Context: an optimization exercise on an open-source flow, tuned for small area, a short achievable clock period and few clock cycles per item. The choices shown serve that exercise and are no tape-out recipe. Function was checked by simulation only, so behaviour that the tests miss may differ from the original. Power figures rest on the tool's default switching activity, not on a simulated workload.

tundra:
// layer_top
module layer_top (
  input  logic  clk,
  input  logic  reset,
  input  logic  s_valid,
  output logic  s_ready,
  input  layer_pkg::data_t data_in,
  output logic  m_valid,
  input  logic  m_ready,
  output layer_pkg::data_t data_out
);
For scale: ~38 I/O pins, ~32000 um^2 of cells after synthesis.
==> flow/config.mk <==
export PLATFORM = sky130hd
export DESIGN_NAME = layer_top
export DESIGN_NICKNAME = layer_top
export VERILOG_FILES = /design/flow/design.v
export SDC_FILE = /design/flow/constraint.sdc
export NUM_CORES = 4
export LEC_CHECK = 0
export CAP_MARGIN = 20
export CORE_MARGIN = 2
export CORE_UTILIZATION = 40
export CTS_BUF_LIST = sky130_fd_sc_hd__clkbuf_8 sky130_fd_sc_hd__clkbuf_16
export CTS_CLUSTER_DIAMETER = 120
export CTS_CLUSTER_SIZE = 20
export PLACE_DENSITY = 0.6
export SLEW_MARGIN = 20
==> flow/constraint.sdc <==
create_clock -name core_clock -period 8.0 [get_ports {clk}]
set_input_delay 1.6000 -clock core_clock [delete_from_list [all_inputs] [get_ports {clk}]]
set_output_delay 1.6000 -clock core_clock [all_outputs]
set_load 0.01 [all_outputs]
standard.sh (not shown) runs the stock make flow with config.mk's settings and CLKGATE_MAP_FILE= SYNTH_SCRIPT=/design/flow/synth_recipe.tcl, a recipe that flattens the netlist after the stock synthesis.
==> flow/flow/run.sh <==
#!/bin/bash
# The standard layout with two changes:
# - Yosys's synth runs without its quick ABC pass (-noabc), so the adder tree reaches
#   extract_fa as written and maps to full and half adder cells without inverters
#   between them. The rest of synthesis (including the final ABC mapping) is standard.
# - The port buffers are buf_2 cells instead of the delay cells buffer_ports picks.
# - Timing repair aims for a setup slack of 5.15 ns; the clock and its constraints are unchanged.
# Every other step is the standard one. Each tool's output is in flow_make.log and in
# ORFS's own logs under orfs/logs.
set -euo pipefail
cd "$(dirname "$0")/.."
sed '1s/yosys synth -nofsm -noshare /yosys synth -nofsm -noshare -noabc /' synth_recipe.tcl > noabc_synth.tcl
grep -q -- '-noabc' noabc_synth.tcl
sed "s#SYNTH_SCRIPT=[^ ]*#SYNTH_SCRIPT=$PWD/noabc_synth.tcl 'BUFFER_PORTS_ARGS=-buffer_cell sky130_fd_sc_hd__buf_2' SETUP_SLACK_MARGIN=5.15#" standard.sh > noabc_standard.sh
grep -q 'noabc_synth.tcl' noabc_standard.sh
bash noabc_standard.sh > flow_make.log 2>&1
test -f out/final.def
In summary, tundra completed successfully, with a layout that passed the timing, DRC and antenna checks.
Testbench counts of tundra, summed over its fixed seeds: cycles 3,160, vectors 192.
diff inputs: tundra => sierra
Settings: CTS_BUF_LIST: sky130_fd_sc_hd__clkbuf_8 sky130_fd_sc_hd__clkbuf_16 -> unset.
diff --git a/flow/flow/run.sh b/flow/flow/run.sh
--- a/flow/flow/run.sh
+++ b/flow/flow/run.sh
@@ -1,3 +1,3 @@
 #!/bin/bash
-# The standard layout with two changes:
+# The standard layout with three changes:
 # - Yosys's synth runs without its quick ABC pass (-noabc), so the adder tree reaches
- tundra finished every stage and its layout cleared the timing, DRC and antenna checks.
- sierra finished every stage and its layout cleared the timing, DRC and antenna checks.
- Status: area of all placed cells without fillers parity (tundra, sierra)
- sierra and tundra ended up with nearly the same via count.
- Looking at sierra and tundra, the overall overflow remaining after global route is a wash.
- On switching power as a share of total power, sierra tracks tundra almost exactly.
- The cell-internal power in sierra sits 0.53% above the value recorded for tundra.
- Final cycle utilization of the critical path in sierra is 0.20 points below tundra.
### sierra -> juniper
Settings: CORE_UTILIZATION changed from 40 to 55; SETUP_SLACK_MARGIN newly set to 5; PLACE_DENSITY changed from 0.6 to 0.7.
==> flow/flow/run.sh <==
#!/bin/bash
# The standard layout with two changes:
# - Yosys's synth runs without its quick ABC pass (-noabc), so the adder tree reaches
#   extract_fa as written and maps to full and half adder cells without inverters
#   between them. The rest of synthesis (including the final ABC mapping) is standard.
# - The port buffers are buf_2 cells instead of the delay cells buffer_ports picks.
# Every other step is the standard one. Each tool's output is in flow_make.log and in
# ORFS's own logs under orfs/logs.
set -euo pipefail
cd "$(dirname "$0")/.."
sed '1s/yosys synth -nofsm -noshare /yosys synth -nofsm -noshare -noabc /' synth_recipe.tcl > noabc_synth.tcl
grep -q -- '-noabc' noabc_synth.tcl
sed "s#SYNTH_SCRIPT=[^ ]*#SYNTH_SCRIPT=$PWD/noabc_synth.tcl 'BUFFER_PORTS_ARGS=-buffer_cell sky130_fd_sc_hd__buf_2'#" standard.sh > noabc_standard.sh
grep -q 'noabc_synth.tcl' noabc_standard.sh
bash noabc_standard.sh > flow_make.log 2>&1
test -f out/final.def
- juniper against sierra: x dimension of the die moved down; sum of internal, switching and leakage power -about 4%; power spent charging and discharging nets lost about 4%; worst hold margin shrank by 18 ps; slack of the critical path has decreased.
- juniper against sierra; internal portion of total power is down by a few percent.
- Compared sierra against juniper; clock power share within noise.
- Routed wire in juniper totals less than in sierra.
- Looking at minimum period implied by the final worst setup slack, juniper sits 220 ps above sierra.
- Between juniper and sierra, the number of standard cells after synthesis figures differ only marginally.
Edits applied to the flow inputs when going from juniper to fjord:
Settings: CORE_UTILIZATION changed from 55 to 40; ABC_AREA newly set to 1; PLACE_DENSITY changed from 0.7 to 0.6.
Notes after the runs:
| leakage component of the power | fjord vs juniper | 22% higher |. Full die area in fjord is 24000 um^2 above juniper. fjord was carried through to the last stage, and its layout satisfied the timing, DRC and antenna checks. In fjord relative to juniper, number of resized instances in the post-cts repair step had gone down by more than half. On fjord: average routed wire per standard cell is 18% lower than what juniper gave. Looking at final weighted congestion in routability-driven placement, fjord sits about 1.8% above juniper. [compare] base=juniper new=fjord: clock buffer count in the final layout climbed 3.3%; post-synthesis compound-gate area fraction shows a reduction of 1.9 points; post-detailed-routing wire length increased by 3200 um relative to the old numbers.
### fjord -> yarrow
Settings: swapping 20 for 26 in CTS_CLUSTER_SIZE; clearing ABC_AREA, which used to be 1; clearing SETUP_SLACK_MARGIN, which used to be 5; swapping 120 for 100 in CTS_CLUSTER_DIAMETER.
diff --git a/flow/flow/run.sh b/flow/flow/run.sh
--- a/flow/flow/run.sh
+++ b/flow/flow/run.sh
@@ -6,2 +6,3 @@
 # - The port buffers are buf_2 cells instead of the delay cells buffer_ports picks.
+# - Timing repair aims for a setup slack of 5.15 ns; the clock and its constraints are unchanged.
 # Every other step is the standard one. Each tool's output is in flow_make.log and in
@@ -12,3 +13,3 @@
 grep -q -- '-noabc' noabc_synth.tcl
-sed "s#SYNTH_SCRIPT=[^ ]*#SYNTH_SCRIPT=$PWD/noabc_synth.tcl 'BUFFER_PORTS_ARGS=-buffer_cell sky130_fd_sc_hd__buf_2'#" standard.sh > noabc_standard.sh
+sed "s#SYNTH_SCRIPT=[^ ]*#SYNTH_SCRIPT=$PWD/noabc_synth.tcl 'BUFFER_PORTS_ARGS=-buffer_cell sky130_fd_sc_hd__buf_2' SETUP_SLACK_MARGIN=5.15#" standard.sh > noabc_standard.sh
 grep -q 'noabc_synth.tcl' noabc_standard.sh
--- outcome ---
Looking at the reports, fjord completed the entire flow and the layout it produced met the timing, DRC and antenna checks. yarrow ended with every stage complete and zero timing, DRC or antenna violations. [diff] cell-internal power, yarrow relative to fjord: improvement. fjord → yarrow: setup slack at placement dropped 240 ps, via count decreased 7.7%, global-route met3 utilization -1.6 points. Register-to-register slack in yarrow is 130 ps higher than in fjord. Upper clock frequency limit ends up lower on fjord. Compared with fjord, yarrow shows a number of detailed-routing iterations run before antenna repair that is 2 higher. Combined flip-flop and latch cell area (yarrow vs. fjord) increases slightly. The run with more setup slack is yarrow; fjord has less. Power, yarrow vs fjord: down by more than 10%.

---

Another version of the RTL of layer_top (not shown whole).
For scale: about 38 I/O pins, ~34000 um^2 of cells after synthesis.
==> flow/design.v (excerpt) <==
module layer_top (
  input  logic  clk,
  input  logic  reset,
  input  logic  s_valid,
  output logic  s_ready,
  input  layer_pkg::data_t data_in,
  output logic  m_valid,
  input  logic  m_ready,
  output layer_pkg::data_t data_out
);
  logic       in_xfer;     
  logic       x_load;      
  logic [15:0] out_j;      
  logic       issue;       
  logic       out_en;      
  logic       out_fifo;    
  localparam int DEPTH = 2;   
  localparam int NF = DEPTH + 1;
  logic [NF-1:0] fifo_wr;  
  logic [NF-1:0] fifo_rd;  
  layer_sequencer #(.DEPTH(DEPTH), .NF(NF)) i_sequencer (
    .clk      (clk),
    .reset    (reset),
    .s_valid  (s_valid),
    .s_ready  (s_ready),
    .m_ready  (m_ready),
    .m_valid  (m_valid),
    .in_xfer  (in_xfer),
    .x_load   (x_load),
    .out_j    (out_j),
    .issue    (issue),
    .out_en   (out_en),
    .out_fifo (out_fifo),
    .fifo_wr  (fifo_wr),
    .fifo_rd  (fifo_rd)
  );
  layer_datapath #(.NF(NF)) i_datapath (
    .clk      (clk),
    .in_xfer  (in_xfer),
    .data_in  (data_in),
    .x_load   (x_load),
    .out_j    (out_j),
    .issue    (issue),
  ...
Settings: LEC_CHECK=0, CAP_MARGIN=20, CORE_MARGIN=2, CORE_UTILIZATION=40, CTS_CLUSTER_DIAMETER=120, CTS_CLUSTER_SIZE=20, PLACE_DENSITY=0.6, SLEW_MARGIN=20; clock period 8.0 ns.
==> flow/flow/run.sh <==
#!/bin/bash
# The standard layout with two changes:
# - Yosys's synth runs without its quick ABC pass (-noabc), so the adder tree reaches
#   extract_fa as written and maps to full and half adder cells without inverters
#   between them. The rest of synthesis (including the final ABC mapping) is standard.
# - The port buffers are buf_2 cells instead of the delay cells buffer_ports picks.
# - Timing repair aims for a setup slack of 5.6 ns (a period of 8 - 5.6 ns); the clock and
#   its constraints are unchanged.
# Every other step is the standard one. Each tool's output is in flow_make.log and in
# ORFS's own logs under orfs/logs.
set -euo pipefail
cd "$(dirname "$0")/.."
sed '1s/yosys synth -nofsm -noshare /yosys synth -nofsm -noshare -noabc /' synth_recipe.tcl > noabc_synth.tcl
grep -q -- '-noabc' noabc_synth.tcl
sed "s#SYNTH_SCRIPT=[^ ]*#SYNTH_SCRIPT=$PWD/noabc_synth.tcl 'BUFFER_PORTS_ARGS=-buffer_cell sky130_fd_sc_hd__buf_2' SETUP_SLACK_MARGIN=5.6#" standard.sh > noabc_standard.sh
grep -q 'noabc_synth.tcl' noabc_standard.sh
bash noabc_standard.sh > flow_make.log 2>&1
test -f out/final.def
The starting point finished with timing, DRC and antenna clean.
Testbench counts at the start, summed over its fixed seeds: cycles 3,160, vectors 192.
Edit:
--- a/flow/flow/run.sh
+++ b/flow/flow/run.sh
@@ -6,4 +6,2 @@
 # - The port buffers are buf_2 cells instead of the delay cells buffer_ports picks.
-# - Timing repair aims for a setup slack of 5.6 ns (a period of 8 - 5.6 ns); the clock and
-#   its constraints are unchanged.
 # Every other step is the standard one. Each tool's output is in flow_make.log and in
@@ -14,3 +12,3 @@
 grep -q -- '-noabc' noabc_synth.tcl
-sed "s#SYNTH_SCRIPT=[^ ]*#SYNTH_SCRIPT=$PWD/noabc_synth.tcl 'BUFFER_PORTS_ARGS=-buffer_cell sky130_fd_sc_hd__buf_2' SETUP_SLACK_MARGIN=5.6#" standard.sh > noabc_standard.sh
+sed "s#SYNTH_SCRIPT=[^ ]*#SYNTH_SCRIPT=$PWD/noabc_synth.tcl 'BUFFER_PORTS_ARGS=-buffer_cell sky130_fd_sc_hd__buf_2'#" standard.sh > noabc_standard.sh
 grep -q 'noabc_synth.tcl' noabc_standard.sh
- CTS_CLUSTER_DIAMETER: 120 -> 80
- CTS_CLUSTER_SIZE: 20 -> 25
- SETUP_SLACK_MARGIN: default -> 5
Worst setup slack loses 61 ps.
Area after synthesis stays the same.
Register-to-register slack got worse by 40 ps.
Design area came out lower by 9.7%.
Sequential power hardly moves.
Utilization drops by 4.7 points.
Power hardly moves.
Edit:
--- a/flow/flow/run.sh
+++ b/flow/flow/run.sh
@@ -6,2 +6,4 @@
 # - The port buffers are buf_2 cells instead of the delay cells buffer_ports picks.
+# - Timing repair aims for a setup slack of 5.3 ns (a period of 8 - 5.3 ns); the clock and
+#   its constraints are unchanged.
 # Every other step is the standard one. Each tool's output is in flow_make.log and in
@@ -12,3 +14,3 @@
 grep -q -- '-noabc' noabc_synth.tcl
-sed "s#SYNTH_SCRIPT=[^ ]*#SYNTH_SCRIPT=$PWD/noabc_synth.tcl 'BUFFER_PORTS_ARGS=-buffer_cell sky130_fd_sc_hd__buf_2'#" standard.sh > noabc_standard.sh
+sed "s#SYNTH_SCRIPT=[^ ]*#SYNTH_SCRIPT=$PWD/noabc_synth.tcl 'BUFFER_PORTS_ARGS=-buffer_cell sky130_fd_sc_hd__buf_2' SETUP_SLACK_MARGIN=5.3#" standard.sh > noabc_standard.sh
 grep -q 'noabc_synth.tcl' noabc_standard.sh
- CTS_CLUSTER_DIAMETER: 80 -> 120
- CTS_CLUSTER_SIZE: 25 -> 20
- SETUP_SLACK_MARGIN: 5 -> default
After rerunning:
- routed wire length rises by about 1.8%
- setup slack is better by 110 ps
- total power rises by 3.7%
- die area is unchanged
- utilization rises by 2.3 points
Edit:
--- a/flow/flow/run.sh
+++ b/flow/flow/run.sh
@@ -6,4 +6,2 @@
 # - The port buffers are buf_2 cells instead of the delay cells buffer_ports picks.
-# - Timing repair aims for a setup slack of 5.3 ns (a period of 8 - 5.3 ns); the clock and
-#   its constraints are unchanged.
 # Every other step is the standard one. Each tool's output is in flow_make.log and in
@@ -14,3 +12,3 @@
 grep -q -- '-noabc' noabc_synth.tcl
-sed "s#SYNTH_SCRIPT=[^ ]*#SYNTH_SCRIPT=$PWD/noabc_synth.tcl 'BUFFER_PORTS_ARGS=-buffer_cell sky130_fd_sc_hd__buf_2' SETUP_SLACK_MARGIN=5.3#" standard.sh > noabc_standard.sh
+sed "s#SYNTH_SCRIPT=[^ ]*#SYNTH_SCRIPT=$PWD/noabc_synth.tcl 'BUFFER_PORTS_ARGS=-buffer_cell sky130_fd_sc_hd__buf_2'#" standard.sh > noabc_standard.sh
 grep -q 'noabc_synth.tcl' noabc_standard.sh
- SETUP_SLACK_MARGIN: default -> 5
What happened: Total power shrinks by 7.8%; first-iteration DRC count grows by 21%; sequential power is about the same.

---

RTL: one of the versions met above, not the one the previous note started from.
Size: ~2500 cells after synthesis, ~580 flip-flops, about 38 I/O pins, about 32000 um2 of cells after synthesis.
export LEC_CHECK = 0
export CAP_MARGIN = 20
export CORE_MARGIN = 2
export CORE_UTILIZATION = 40
export CTS_CLUSTER_DIAMETER = 120
export CTS_CLUSTER_SIZE = 20
export PLACE_DENSITY = 0.6
export SLEW_MARGIN = 20
create_clock -name core_clock -period 8.0 [get_ports {clk}]
==> flow/flow/run.sh <==
#!/bin/bash
# The standard layout with two changes:
# - Yosys's synth runs without its quick ABC pass (-noabc), so the adder tree reaches
#   extract_fa as written and maps to full and half adder cells without inverters
#   between them. The rest of synthesis (including the final ABC mapping) is standard.
# - The port buffers are buf_2 cells instead of the delay cells buffer_ports picks.
# - Timing repair aims for a setup slack of 5.15 ns; the clock and its constraints are unchanged.
# Every other step is the standard one. Each tool's output is in flow_make.log and in
# ORFS's own logs under orfs/logs.
set -euo pipefail
cd "$(dirname "$0")/.."
sed '1s/yosys synth -nofsm -noshare /yosys synth -nofsm -noshare -noabc /' synth_recipe.tcl > noabc_synth.tcl
grep -q -- '-noabc' noabc_synth.tcl
sed "s#SYNTH_SCRIPT=[^ ]*#SYNTH_SCRIPT=$PWD/noabc_synth.tcl 'BUFFER_PORTS_ARGS=-buffer_cell sky130_fd_sc_hd__buf_2' SETUP_SLACK_MARGIN=5.15#" standard.sh > noabc_standard.sh
grep -q 'noabc_synth.tcl' noabc_standard.sh
bash noabc_standard.sh > flow_make.log 2>&1
test -f out/final.def
Testbench counts at the start, summed over its fixed seeds: cycles 3,160, vectors 192.
Next try:
--- a/flow/flow/run.sh
+++ b/flow/flow/run.sh
@@ -6,3 +6,2 @@
 # - The port buffers are buf_2 cells instead of the delay cells buffer_ports picks.
-# - Timing repair aims for a setup slack of 5.15 ns; the clock and its constraints are unchanged.
 # Every other step is the standard one. Each tool's output is in flow_make.log and in
@@ -13,3 +12,3 @@
 grep -q -- '-noabc' noabc_synth.tcl
-sed "s#SYNTH_SCRIPT=[^ ]*#SYNTH_SCRIPT=$PWD/noabc_synth.tcl 'BUFFER_PORTS_ARGS=-buffer_cell sky130_fd_sc_hd__buf_2' SETUP_SLACK_MARGIN=5.15#" standard.sh > noabc_standard.sh
+sed "s#SYNTH_SCRIPT=[^ ]*#SYNTH_SCRIPT=$PWD/noabc_synth.tcl 'BUFFER_PORTS_ARGS=-buffer_cell sky130_fd_sc_hd__buf_2'#" standard.sh > noabc_standard.sh
 grep -q 'noabc_synth.tcl' noabc_standard.sh
- SETUP_SLACK_MARGIN: unset -> 5
Critical path depth does not change.
Clock skew drops by 0.0094 ns.
Sequential share of layout area climbs by 1.1 points.
Die area is unchanged.
Sequential power hardly moves.
Via count climbs by 1.4%.
Count of clock-buffer cells in the layout drops by 3.
Hold slack gets worse by 0.020 ns.
Combinational power drops by 28%.
Synthesized cell count does not change.
Next try:
- PLACE_DENSITY: 0.6 -> 0.75
Effect: The new run completed without violations; die area is unchanged; worst hold slack gets better by 0.019 ns; area after synthesis is unchanged; global-route usage came out lower by 3.3 points; clock-buffer cell count came out higher by 7; sequential power stays flat; register-to-register slack barely changes; routed wire length came out lower by about 11%.

==> re-timing with driven ports <==
The results above use ideal ports. As a check the final layouts listed here were re-extracted and re-timed, cells and wires unchanged. Step 1 assumes that a clkbuf_16 drives the clock port and a buf_2 every other input. Step 2 adds t to the input delays and takes it off the output delays; t is the mean of the earliest and latest rising clock arrival at the registers after step 1. Input paths then give back, and output paths get back, about the clock's delay inside the block. Slacks: no drivers / after step 1 / after step 2; pairs: no drivers / after step 1.
| run | t (ns) | setup slack, ns | worst hold slack (ns) | clock arrival spread, ns | worst register clock-pin slew, ns |
|---|---|---|---|---|---|
| tundra | 0.651 | 5.136 / 5.136 / 4.784 | 0.352 / 0.352 / 0.352 | 0.038 / 0.038 | 0.09 / 0.09 |
| sierra | 0.651 | 5.153 / 5.153 / 4.783 | 0.350 / 0.350 / 0.350 | 0.040 / 0.039 | 0.10 / 0.10 |
| juniper | 0.653 | 4.937 / 4.937 / 4.541 | 0.332 / 0.332 / 0.332 | 0.058 / 0.058 | 0.11 / 0.11 |
| fjord | 0.639 | 5.011 / 5.011 / 4.713 | 0.333 / 0.333 / 0.333 | 0.030 / 0.029 | 0.09 / 0.09 |
| yarrow | 0.654 | 5.136 / 5.136 / 4.781 | 0.360 / 0.360 / 0.360 | 0.034 / 0.034 | 0.11 / 0.11 |
| the first run of note 2 | 0.668 | 5.070 / 5.070 / 4.998 | 0.331 / 0.331 / 0.331 | 0.044 / 0.044 | 0.10 / 0.10 |
| the second run of note 2 | 0.664 | 5.009 / 4.939 / 4.500 | 0.322 / 0.322 / 0.322 | 0.051 / 0.050 | 0.10 / 0.10 |
| the third run of note 2 | 0.659 | 5.120 / 5.058 / 4.709 | 0.338 / 0.338 / 0.338 | 0.031 / 0.031 | 0.10 / 0.10 |
| the fourth run of note 2 | 0.666 | 5.009 / 4.940 / 4.501 | 0.337 / 0.337 / 0.337 | 0.045 / 0.045 | 0.09 / 0.09 |
| the first run of note 3 | 0.651 | 5.153 / 5.153 / 4.783 | 0.350 / 0.350 / 0.350 | 0.040 / 0.039 | 0.10 / 0.10 |
| the second run of note 3 | 0.652 | 5.017 / 5.017 / 4.629 | 0.330 / 0.330 / 0.330 | 0.030 / 0.030 | 0.10 / 0.10 |
| the third run of note 3 | 0.654 | 5.025 / 5.025 / 4.585 | 0.349 / 0.349 / 0.349 | 0.037 / 0.036 | 0.11 / 0.11 |
After both steps every run listed still meets setup and hold. For the second run of note 2, which loses most, drivers alone change the setup slack by -0.070 ns; drivers and shift together by -0.509 ns.
